This is an optimization exercise on Yosys and OpenROAD, whose aim is small area, a short achievable clock period and few clock cycles per item, not a production implementation. In this exercise RTL edits were held to simulation tests only and were not proved equivalent to the original.

Setup of the reference run:
==> module mont_mult, before the edit <==
module mont_mult #(
    parameter int U = 4
) (
    input  logic         clk,
    input  logic         run,       
    input  logic [U-1:0] a,         
    input  logic [126:0] b,         
    input  logic [125:0] n,         
    input  logic [U-1:0] np,        
    output logic [126:0] sum        
);
    localparam int VW = 132;
    localparam int W  = 136;
    logic [VW-1:0] vs, vc;
    logic          cin;
    logic [U-1:0]  lo, q;
    always_comb begin
        lo = vs[U-1:0] + vc[U-1:0] + U'(cin);
        q  = U'(lo * np);
    end
    logic [W-1:0] pa0;
    assign pa0 = W'(b & {127{a[0]}}) << 4;
    logic [W-1:0] pa1;
    assign pa1 = W'(b & {127{a[1]}}) << 5;
    logic [W-1:0] pa2;
    assign pa2 = W'(b & {127{a[2]}}) << 6;
    logic [W-1:0] pa3;
    assign pa3 = W'(b & {127{a[3]}}) << 7;
    logic [W-1:0] ts0, tc0;
    csa_row #(.W(W)) u_t0 (.x(W'(vs)), .y(W'(vc)), .z(pa0), .s(ts0), .c(tc0));
    logic [W-1:0] ts1, tc1;
    csa_row #(.W(W)) u_t1 (.x(pa1), .y(pa2), .z(pa3), .s(ts1), .c(tc1));
    logic [W-1:0] ts2, tc2;
    csa_row #(.W(W)) u_t2 (.x(ts0), .y(tc0), .z(ts1), .s(ts2), .c(tc2));
    logic [W-1:0] ts3, tc3;
    csa_row #(.W(W)) u_t3 (.x(ts2), .y(tc2), .z(tc1), .s(ts3), .c(tc3));
    logic [W-1:0] pq0;
    assign pq0 = W'(n & {126{q[0]}}) << 0;
    logic [W-1:0] pq1;
    assign pq1 = (W'(n & {126{q[1]}}) << 1) | W'(cin);
    logic [W-1:0] pq2;
    assign pq2 = W'(n & {126{q[2]}}) << 2;
    logic [W-1:0] pq3;
    assign pq3 = W'(n & {126{q[3]}}) << 3;
    logic [W-1:0] rs4, rc4;
    csa_row #(.W(W)) u_r4 (.x(ts3), .y(tc3), .z(pq0), .s(rs4), .c(rc4));
    logic [W-1:0] rs5, rc5;
    csa_row #(.W(W)) u_r5 (.x(pq1), .y(pq2), .z(pq3), .s(rs5), .c(rc5));
    logic [W-1:0] rs6, rc6;
    csa_row #(.W(W)) u_r6 (.x(rs4), .y(rc4), .z(rs5), .s(rs6), .c(rc6));
    logic [W-1:0] rs7, rc7;
    csa_row #(.W(W)) u_r7 (.x(rs6), .y(rc6), .z(rc5), .s(rs7), .c(rc7));
    wire [W-1:0] xs = rs7;
    wire [W-1:0] xc = rc7;
    always_ff @(posedge clk) begin
        if (run) begin
            vs  <= xs[U +: VW];
            vc  <= xc[U +: VW];
            cin <= |xs[U-1:0];    
        end else begin
            vs  <= '0;
            vc  <= '0;
            cin <= 1'b0;
        end
    end
    assign sum = 127'(vs + vc + VW'(cin));
endmodule
==> flow/config.mk <==
export PLATFORM = sky130hd
export DESIGN_NAME = mod_exp
export DESIGN_NICKNAME = mod_exp
export VERILOG_FILES = /design/flow/design.v
export SDC_FILE = /design/flow/constraint.sdc
export NUM_CORES = 4
export LEC_CHECK = 0
export CAP_MARGIN = 20
export CORE_MARGIN = 2
export CORE_UTILIZATION = 55
export SETUP_SLACK_MARGIN = 5
export SLEW_MARGIN = 20
==> flow/constraint.sdc <==
create_clock -name core_clock -period 11.0 [get_ports {clk}]
set_input_delay 2.2000 -clock core_clock [delete_from_list [all_inputs] [get_ports {clk}]]
set_output_delay 2.2000 -clock core_clock [all_outputs]
set_load 0.01 [all_outputs]
standard.sh (not shown) runs the stock make flow with config.mk's settings and CLKGATE_MAP_FILE= SYNTH_SCRIPT=/design/flow/synth_recipe.tcl, a recipe that flattens the netlist after the stock synthesis.
==> flow/flow/run.sh <==
#!/bin/bash
set -euo pipefail
bash standard.sh SETUP_SLACK_MARGIN=6.5 finish > standard_flow.log 2>&1
Testbench counts of the reference run, summed over its fixed seeds: cycles 208,632, items 32.
Changes in the trial run relative to the reference run:
--- a/flow/design.v
+++ b/flow/design.v
@@ -102,11 +102,15 @@
     localparam int W  = 136;
     logic [VW-1:0] vs, vc;
     logic          cin;
     logic [U-1:0]  lo, q;
+    logic [U-1:0] mul_np [2**U];
     always_comb begin
+        for (int k = 0; k < 2**U; k++) begin
+            mul_np[k] = U'(k * np);
+        end
         lo = vs[U-1:0] + vc[U-1:0] + U'(cin);
-        q  = U'(lo * np);
+        q  = mul_np[lo];
     end
     logic [W-1:0] pa0;
     assign pa0 = W'(b & {127{a[0]}}) << 4;
     logic [W-1:0] pa1;
### Flow results
Count of clock-buffer cells in the layout in the trial run is 17 higher than in the reference run. Relative to the reference run, number of antenna cells inserted increased by 6 in the trial run. ~same initial standard-cell utilization of the core in the trial run and the reference run. Relative to the reference run, the count of nets after finishing measured on the trial run has increased by a little under 10%. Taking the reference run as 1.0, the trial run lands at 1.07 on synthesized instance count.
Testbench counts of the trial run, summed over its fixed seeds: cycles 208,632, items 32.

---

The RTL this note starts from:
==> flow/design.v <==
`timescale 1ns/1ps
`default_nettype none
module csa_row #(
    parameter int W = 132
) (
    input  logic [W-1:0] x,
    input  logic [W-1:0] y,
    input  logic [W-1:0] z,
    output logic [W-1:0] s,
    output logic [W-1:0] c
);
    logic [W-1:0] maj;
    assign s   = x ^ y ^ z;
    assign maj = (x & y) | (x & z) | (y & z);
    assign c   = {maj[W-2:0], 1'b0};    
endmodule
`default_nettype wire
`timescale 1ns/1ps
`default_nettype none
module operand_store #(
    parameter int U = 4
) (
    input  logic         clk,
    input  logic         load_fire,
    input  logic [2:0]   load_idx,
    input  logic [15:0]  m_word,
    input  logic [15:0]  e_word,
    input  logic [15:0]  n_word,
    input  logic [15:0]  t_word,
    input  logic [15:0]  nprime0,
    input  logic         wr_c,
    input  logic         wr_m,
    input  logic [126:0] sum,
    input  logic [1:0]   a_src,      
    input  logic [$clog2(128/U)-1:0] a_idx,
    input  logic [U-1:0] a_const,
    output logic [U-1:0] a_digit,
    input  logic [6:0]   e_idx,
    output logic         e_bit,
    input  logic [2:0]   res_idx,
    output logic [15:0]  res_word,
    output logic [126:0] c_q,
    output logic [125:0] n_q,
    output logic [U-1:0] np_q
);
    localparam logic [1:0] A_C   = 2'd0;
    localparam logic [1:0] A_M   = 2'd1;
    localparam logic [1:0] A_SUM = 2'd2;
    logic [127:0] n_r;       
    logic [127:0] e_r;
    logic [127:0] m_r;       
    logic [127:0] c_r;
    always_ff @(posedge clk) begin
        if (load_fire) begin
            n_r[load_idx*16 +: 16] <= n_word;
            e_r[load_idx*16 +: 16] <= e_word;
            if (load_idx == 3'd0) begin
                np_q <= nprime0[U-1:0];
            end
        end
        if (load_fire) begin
            m_r[load_idx*16 +: 16] <= m_word;
        end else if (wr_m) begin
            m_r <= {1'b0, sum};
        end
        if (load_fire) begin
            c_r[load_idx*16 +: 16] <= t_word;
        end else if (wr_c) begin
            c_r <= {1'b0, sum};
        end
    end
    always_comb begin
        case (a_src)
            A_C:     a_digit = c_r[a_idx*U +: U];
            A_M:     a_digit = m_r[a_idx*U +: U];
            A_SUM:   a_digit = sum[U-1:0];
            default: a_digit = a_const;
        endcase
    end
    logic [127:0] c_q_ext;
    assign c_q      = c_r[126:0];
    assign c_q_ext  = {1'b0, c_r[126:0]};
    assign n_q      = n_r[125:0];
    assign e_bit    = e_r[e_idx];
    assign res_word = c_q_ext[res_idx*16 +: 16];
endmodule
`default_nettype wire
`timescale 1ns/1ps
`default_nettype none
module mont_mult #(
    parameter int U = 4
) (
    input  logic         clk,
    input  logic         run,       
    input  logic [U-1:0] a,         
    input  logic [126:0] b,         
    input  logic [125:0] n,         
    input  logic [U-1:0] np,        
    output logic [126:0] sum        
);
    localparam int VW = 132;
    localparam int W  = 136;
    logic [VW-1:0] vs, vc;
    logic          cin;
    logic [U-1:0]  q;               
    localparam int PW = 127 + U;
    logic [PW-1:0] pas, pac;        
    logic [U-1:0]  lo_next, q_next;
    logic          cin_next;
    logic [PW-1:0] pa0;
    assign pa0 = PW'(b & {127{a[0]}}) << 0;
    logic [PW-1:0] pa1;
    assign pa1 = PW'(b & {127{a[1]}}) << 1;
    logic [PW-1:0] pa2;
    assign pa2 = PW'(b & {127{a[2]}}) << 2;
    logic [PW-1:0] pa3;
    assign pa3 = PW'(b & {127{a[3]}}) << 3;
    localparam int WP = PW;
    logic [PW-1:0] ps0, pc0;
    csa_row #(.W(PW)) u_p0 (.x(pa0), .y(pa1), .z(pa2), .s(ps0), .c(pc0));
    logic [PW-1:0] ps1, pc1;
    csa_row #(.W(PW)) u_p1 (.x(ps0), .y(pc0), .z(pa3), .s(ps1), .c(pc1));
    wire [PW-1:0] pas_next = ps1;
    wire [PW-1:0] pac_next = pc1;
    logic [W-1:0] pq0;
    assign pq0 = W'(n & {126{q[0]}}) << 0;
    logic [W-1:0] pq1;
    assign pq1 = (W'(n & {126{q[1]}}) << 1) | W'(cin);
    logic [W-1:0] pq2;
    assign pq2 = W'(n & {126{q[2]}}) << 2;
    logic [W-1:0] pq3;
    assign pq3 = W'(n & {126{q[3]}}) << 3;
    logic [W-1:0] ts2, tc2;
    csa_row #(.W(W)) u_t2 (.x(W'(vs)), .y(W'(vc)), .z(W'(pas) << 4), .s(ts2), .c(tc2));
    logic [W-1:0] ts3, tc3;
    csa_row #(.W(W)) u_t3 (.x(W'(pac) << 4), .y(pq0), .z(pq1), .s(ts3), .c(tc3));
    logic [W-1:0] ts4, tc4;
    csa_row #(.W(W)) u_t4 (.x(ts2), .y(tc2), .z(ts3), .s(ts4), .c(tc4));
    logic [W-1:0] ts5, tc5;
    csa_row #(.W(W)) u_t5 (.x(tc3), .y(pq2), .z(pq3), .s(ts5), .c(tc5));
    logic [W-1:0] ts6, tc6;
    csa_row #(.W(W)) u_t6 (.x(ts4), .y(tc4), .z(ts5), .s(ts6), .c(tc6));
    logic [W-1:0] ts7, tc7;
    csa_row #(.W(W)) u_t7 (.x(ts6), .y(tc6), .z(tc5), .s(ts7), .c(tc7));
    wire [W-1:0] xs = ts7;
    wire [W-1:0] xc = tc7;
    assign cin_next = |xc[U-1:1];
    assign lo_next  = xs[U +: U] + xc[U +: U] + U'(cin_next);
    logic [U-1:0] mul_np [2**U];
    always_comb begin
        for (int k = 0; k < 2**U; k++) begin
            mul_np[k] = U'(k * np);
        end
    end
    assign q_next = mul_np[lo_next];
    always_ff @(posedge clk) begin
        pas <= pas_next;
        pac <= pac_next;
        if (run) begin
            q   <= q_next;
            vs  <= xs[U +: VW];
            vc  <= xc[U +: VW];
            cin <= cin_next;
        end else begin
            q   <= '0;
            vs  <= '0;
            vc  <= '0;
            cin <= 1'b0;
        end
    end
    assign sum = 127'(vs + vc + VW'(cin));
endmodule
`default_nettype wire
`timescale 1ns/1ps
`default_nettype none
module mod_exp_ctrl #(
    parameter int U = 4
) (
    input  logic         clk,
    input  logic         reset,
    input  logic         load_valid,
    output logic         load_ready,
    output logic         load_fire,
    output logic [2:0]   load_idx,
    output logic         res_valid,
    input  logic         res_ready,
    output logic [2:0]   res_idx,
    output logic [6:0]   e_idx,
    input  logic         e_bit,
    output logic         run,
    output logic         wr_c,
    output logic         wr_m,
    output logic [1:0]   a_src,
    output logic [$clog2(128/U)-1:0] a_idx,
    output logic [U-1:0] a_const
);
    localparam int D   = 128 / U;
    localparam int AW  = $clog2(D);
    localparam int IW  = AW + 1;
    localparam logic [IW-1:0] LAST = IW'(D + 1);    
    localparam logic [1:0] A_C   = 2'd0;
    localparam logic [1:0] A_M   = 2'd1;
    localparam logic [1:0] A_SUM = 2'd2;
    localparam logic [1:0] A_K   = 2'd3;
    localparam logic [1:0] S_LOAD = 2'd0;
    localparam logic [1:0] S_SCAN = 2'd1;
    localparam logic [1:0] S_RUN  = 2'd2;
    localparam logic [1:0] S_OUT  = 2'd3;
    localparam logic [1:0] OP_MBAR  = 2'd0;
    localparam logic [1:0] OP_SQR   = 2'd1;
    localparam logic [1:0] OP_MUL   = 2'd2;
    localparam logic [1:0] OP_FINAL = 2'd3;
    logic [1:0]    state;
    logic [1:0]    op;
    logic [IW-1:0] it;
    logic          conv;       
    logic          ezero;      
    logic [1:0]    nxt;        
    logic          e_bit_q;    
    assign load_ready = (state == S_LOAD);
    assign load_fire  = load_valid && load_ready;
    assign res_valid  = (state == S_OUT);
    assign run        = (state == S_RUN) && !conv && (it != '0);
    assign wr_c       = (state == S_RUN) && conv;
    assign wr_m       = wr_c && (op == OP_MBAR);
    always_comb begin
        case (op)
            OP_MBAR: nxt = (e_idx == 7'd0) ? OP_FINAL : OP_SQR;
            OP_SQR:  nxt = e_bit_q ? OP_MUL : ((e_idx == 7'd0) ? OP_FINAL : OP_SQR);
            default: nxt = (e_idx == 7'd0) ? OP_FINAL : OP_SQR;
        endcase
    end
    always_comb begin
        a_idx   = AW'(it + 1'b1);
        a_const = '0;
        a_src   = A_K;
        if (state == S_SCAN) begin
            a_idx   = '0;                 
            a_src   = e_bit ? A_M : A_K;
            a_const = U'(1);
        end else if (conv) begin
            a_idx   = '0;                 
            a_const = U'(1);
            case (nxt)
                OP_SQR:  a_src = A_SUM;
                OP_MUL:  a_src = A_M;
                default: a_src = A_K;
            endcase
        end else if (it >= IW'(D - 1)) begin
            a_src = A_K;                  
        end else begin
            case (op)
                OP_SQR:          a_src = A_C;
                OP_MUL, OP_MBAR: a_src = ezero ? A_K : A_M;
                default:         a_src = A_K;
            endcase
        end
    end
    always_ff @(posedge clk) begin
        e_bit_q <= e_bit;
    end
    always_ff @(posedge clk or posedge reset) begin
        if (reset) begin
            state    <= S_LOAD;
            op       <= OP_MBAR;
            it       <= '0;
            conv     <= 1'b0;
            ezero    <= 1'b0;
            load_idx <= '0;
            res_idx  <= '0;
            e_idx    <= 7'd127;
        end else begin
            case (state)
                S_LOAD: begin
                    if (load_valid) begin
                        load_idx <= load_idx + 1'b1;
                        if (load_idx == 3'd7) begin
                            e_idx <= 7'd127;
                            state <= S_SCAN;
                        end
                    end
                end
                S_SCAN: begin
                    if (e_bit || e_idx == 7'd0) begin
                        ezero <= !e_bit;
                        op    <= OP_MBAR;
                        it    <= '0;
                        conv  <= 1'b0;
                        state <= S_RUN;
                    end else begin
                        e_idx <= e_idx - 1'b1;
                    end
                end
                S_RUN: begin
                    if (!conv) begin
                        it <= it + 1'b1;
                        if (it == LAST) begin
                            conv <= 1'b1;
                        end
                    end else begin
                        conv <= 1'b0;
                        it   <= '0;
                        if (op == OP_FINAL) begin
                            state <= S_OUT;
                        end else begin
                            op <= nxt;
                            if (!(op == OP_SQR && e_bit_q) && e_idx != 7'd0) begin
                                e_idx <= e_idx - 1'b1;
                            end
                        end
                    end
                end
                default: begin
                    if (res_ready) begin
                        res_idx <= res_idx + 1'b1;
                        if (res_idx == 3'd7) begin
                            state <= S_LOAD;
                        end
                    end
                end
            endcase
        end
    end
endmodule
`default_nettype wire
`timescale 1ns/1ps
`default_nettype none
module mod_exp #(
    parameter int NUM_WORDS  = 8,
    parameter int WORD_WIDTH = 16
) (
    input  logic                  clk,
    input  logic                  reset,
    input  logic                  load_valid,
    output logic                  load_ready,
    input  logic [WORD_WIDTH-1:0] m_word,
    input  logic [WORD_WIDTH-1:0] e_word,
    input  logic [WORD_WIDTH-1:0] n_word,
    input  logic [WORD_WIDTH-1:0] r_word,
    input  logic [WORD_WIDTH-1:0] t_word,
    input  logic [WORD_WIDTH-1:0] nprime0,
    output logic                  res_valid,
    input  logic                  res_ready,
    output logic [WORD_WIDTH-1:0] res_word
);
    localparam int U  = 4;                  
    localparam int IW = $clog2(128 / U);
    logic         load_fire;
    logic [2:0]   load_idx;
    logic [2:0]   res_idx;
    logic [6:0]   e_idx;
    logic         e_bit;
    logic         run;
    logic         wr_c;
    logic         wr_m;
    logic [1:0]   a_src;
    logic [IW-1:0] a_idx;
    logic [U-1:0] a_const;
    logic [U-1:0] a_digit;
    logic [U-1:0] a_q;
    logic [126:0] sum;
    logic [126:0] c_q;
    logic [125:0] n_q;
    logic [U-1:0] np_q;
    logic [WORD_WIDTH-1:0] unused_r;
    assign unused_r = r_word;
    mod_exp_ctrl #(.U(U)) ctrl_i (
        .clk        (clk),
        .reset      (reset),
        .load_valid (load_valid),
        .load_ready (load_ready),
        .load_fire  (load_fire),
        .load_idx   (load_idx),
        .res_valid  (res_valid),
        .res_ready  (res_ready),
        .res_idx    (res_idx),
        .e_idx      (e_idx),
        .e_bit      (e_bit),
        .run        (run),
        .wr_c       (wr_c),
        .wr_m       (wr_m),
        .a_src      (a_src),
        .a_idx      (a_idx),
        .a_const    (a_const)
    );
    operand_store #(.U(U)) store_i (
        .clk       (clk),
        .load_fire (load_fire),
        .load_idx  (load_idx),
        .m_word    (m_word),
        .e_word    (e_word),
        .n_word    (n_word),
        .t_word    (t_word),
        .nprime0   (nprime0),
        .wr_c      (wr_c),
        .wr_m      (wr_m),
        .sum       (sum),
        .a_src     (a_src),
        .a_idx     (a_idx),
        .a_const   (a_const),
        .a_digit   (a_digit),
        .e_idx     (e_idx),
        .e_bit     (e_bit),
        .res_idx   (res_idx),
        .res_word  (res_word),
        .c_q       (c_q),
        .n_q       (n_q),
        .np_q      (np_q)
    );
    always_ff @(posedge clk) begin
        a_q <= a_digit;
    end
    mont_mult #(.U(U)) mont_mult_i (
        .clk (clk),
        .run (run),
        .a   (a_q),
        .b   (c_q),
        .n   (n_q),
        .np  (np_q),
        .sum (sum)
    );
endmodule
`default_nettype wire
Settings: LEC_CHECK=0, CAP_MARGIN=20, CORE_MARGIN=2, CORE_UTILIZATION=55, SETUP_SLACK_MARGIN=5, SLEW_MARGIN=20; clock period 11.0 ns.
run.sh (not shown) runs the stock make flow with config.mk's settings and CLKGATE_MAP_FILE= SYNTH_SCRIPT=/design/flow/synth_recipe.tcl, a recipe that flattens the netlist after the stock synthesis.
Stock flow here: none of the scripts above is used.
Testbench counts at the start, summed over its fixed seeds: cycles 214,751, items 32.
Edit:
--- a/flow/design.v
+++ b/flow/design.v
@@ -91,10 +91,11 @@
     parameter int U = 4
 ) (
     input  logic         clk,
     input  logic         run,       
     input  logic [U-1:0] a,         
+    input  logic         b_sum,     
     input  logic [126:0] b,         
     input  logic [125:0] n,         
     input  logic [U-1:0] np,        
     output logic [126:0] sum        
 );
@@ -105,18 +106,19 @@
     logic [U-1:0]  q;               
     localparam int PW = 127 + U;
     logic [PW-1:0] pas, pac;        
     logic [U-1:0]  lo_next, q_next;
     logic          cin_next;
+    wire [126:0] bp = b_sum ? sum : b;
     logic [PW-1:0] pa0;
-    assign pa0 = PW'(b & {127{a[0]}}) << 0;
+    assign pa0 = PW'(bp & {127{a[0]}}) << 0;
     logic [PW-1:0] pa1;
-    assign pa1 = PW'(b & {127{a[1]}}) << 1;
+    assign pa1 = PW'(bp & {127{a[1]}}) << 1;
     logic [PW-1:0] pa2;
-    assign pa2 = PW'(b & {127{a[2]}}) << 2;
+    assign pa2 = PW'(bp & {127{a[2]}}) << 2;
     logic [PW-1:0] pa3;
-    assign pa3 = PW'(b & {127{a[3]}}) << 3;
+    assign pa3 = PW'(bp & {127{a[3]}}) << 3;
     localparam int WP = PW;
     logic [PW-1:0] ps0, pc0;
     csa_row #(.W(PW)) u_p0 (.x(pa0), .y(pa1), .z(pa2), .s(ps0), .c(pc0));
     logic [PW-1:0] ps1, pc1;
     csa_row #(.W(PW)) u_p1 (.x(ps0), .y(pc0), .z(pa3), .s(ps1), .c(pc1));
@@ -214,53 +216,48 @@
     logic [1:0]    op;
     logic [IW-1:0] it;
     logic          conv;       
     logic          ezero;      
     logic [1:0]    nxt;        
-    logic          e_bit_q;    
     assign load_ready = (state == S_LOAD);
     assign load_fire  = load_valid && load_ready;
     assign res_valid  = (state == S_OUT);
     assign run        = (state == S_RUN) && !conv && (it != '0);
     assign wr_c       = (state == S_RUN) && conv;
     assign wr_m       = wr_c && (op == OP_MBAR);
     always_comb begin
         case (op)
             OP_MBAR: nxt = (e_idx == 7'd0) ? OP_FINAL : OP_SQR;
-            OP_SQR:  nxt = e_bit_q ? OP_MUL : ((e_idx == 7'd0) ? OP_FINAL : OP_SQR);
+            OP_SQR:  nxt = e_bit ? OP_MUL : ((e_idx == 7'd0) ? OP_FINAL : OP_SQR);
             default: nxt = (e_idx == 7'd0) ? OP_FINAL : OP_SQR;
         endcase
     end
     always_comb begin
-        a_idx   = AW'(it + 1'b1);
+        a_idx   = AW'(it);
         a_const = '0;
         a_src   = A_K;
-        if (state == S_SCAN) begin
+        if (conv) begin
             a_idx   = '0;                 
-            a_src   = e_bit ? A_M : A_K;
-            a_const = U'(1);
-        end else if (conv) begin
-            a_idx   = '0;                 
-            a_const = U'(1);
+            a_const = U'(1);              
             case (nxt)
                 OP_SQR:  a_src = A_SUM;
                 OP_MUL:  a_src = A_M;
                 default: a_src = A_K;
             endcase
-        end else if (it >= IW'(D - 1)) begin
+        end else if (it >= IW'(D)) begin
             a_src = A_K;                  
         end else begin
             case (op)
                 OP_SQR:          a_src = A_C;
                 OP_MUL, OP_MBAR: a_src = ezero ? A_K : A_M;
                 default:         a_src = A_K;
             endcase
+            if (it == '0) begin
+                a_const = U'(1);          
+            end
         end
     end
-    always_ff @(posedge clk) begin
-        e_bit_q <= e_bit;
-    end
     always_ff @(posedge clk or posedge reset) begin
         if (reset) begin
             state    <= S_LOAD;
             op       <= OP_MBAR;
             it       <= '0;
@@ -297,16 +294,16 @@
                         if (it == LAST) begin
                             conv <= 1'b1;
                         end
                     end else begin
                         conv <= 1'b0;
-                        it   <= '0;
+                        it   <= IW'(1);           
                         if (op == OP_FINAL) begin
                             state <= S_OUT;
                         end else begin
                             op <= nxt;
-                            if (!(op == OP_SQR && e_bit_q) && e_idx != 7'd0) begin
+                            if (!(op == OP_SQR && e_bit) && e_idx != 7'd0) begin
                                 e_idx <= e_idx - 1'b1;
                             end
                         end
                     end
                 end
@@ -355,11 +352,10 @@
     logic         wr_m;
     logic [1:0]   a_src;
     logic [IW-1:0] a_idx;
     logic [U-1:0] a_const;
     logic [U-1:0] a_digit;
-    logic [U-1:0] a_q;
     logic [126:0] sum;
     logic [126:0] c_q;
     logic [125:0] n_q;
     logic [U-1:0] np_q;
     logic [WORD_WIDTH-1:0] unused_r;
@@ -405,17 +401,15 @@
         .res_word  (res_word),
         .c_q       (c_q),
         .n_q       (n_q),
         .np_q      (np_q)
     );
-    always_ff @(posedge clk) begin
-        a_q <= a_digit;
-    end
     mont_mult #(.U(U)) mont_mult_i (
         .clk (clk),
         .run (run),
-        .a   (a_q),
+        .a   (a_digit),
+        .b_sum  (wr_c),
         .b   (c_q),
         .n   (n_q),
         .np  (np_q),
         .sum (sum)
     );
=>
- The new run completed without violations
- fmax falls by a little under a tenth
- die area rises by a few percent
- worst setup slack is worse by 0.49 ns
- cell area rises by a few percent
- sequential share of layout area falls by 1.8 points
- final cell count rises by a little under a tenth
Testbench counts after the change, summed over its fixed seeds: cycles 208,664, items 32.

-- port drivers added, routing unchanged --
The results above use ideal ports. As a check the final layouts listed here were re-extracted and re-timed, cells and wires unchanged.
Step 1 sets driving cells, clkbuf_16 on the clock port and buf_2 on the other inputs (assumed; they add their load-dependent delay and slew).
Step 2 adds t to the input delays and takes it off the output delays; t is the mean of the earliest and latest rising clock arrival at the registers after step 1. Input paths then give back, and output paths get back, about the clock's delay inside the block.
a / b / c = ideal ports / drivers / drivers and shift; a / b = the first two.
| run | t, ns | slack for setup (ns) | pins driven straight from the clock port |
|---|---|---|---|
| the reference run | 0.817 | 5.810 / 5.810 / 5.804 | 1 |
| the trial run | 0.843 | 6.022 / 5.955 / 5.920 | 1 |
| the first run of note 2 | 0.863 | 5.337 / 5.302 / 5.265 | 1 |
| the second run of note 2 | 0.863 | 4.851 / 4.851 / 4.851 | 1 |
After both steps every run listed still meets setup and hold. The setup slack of the trial run, which loses most, moves by -0.067 ns with the drivers and by -0.102 ns with both steps.
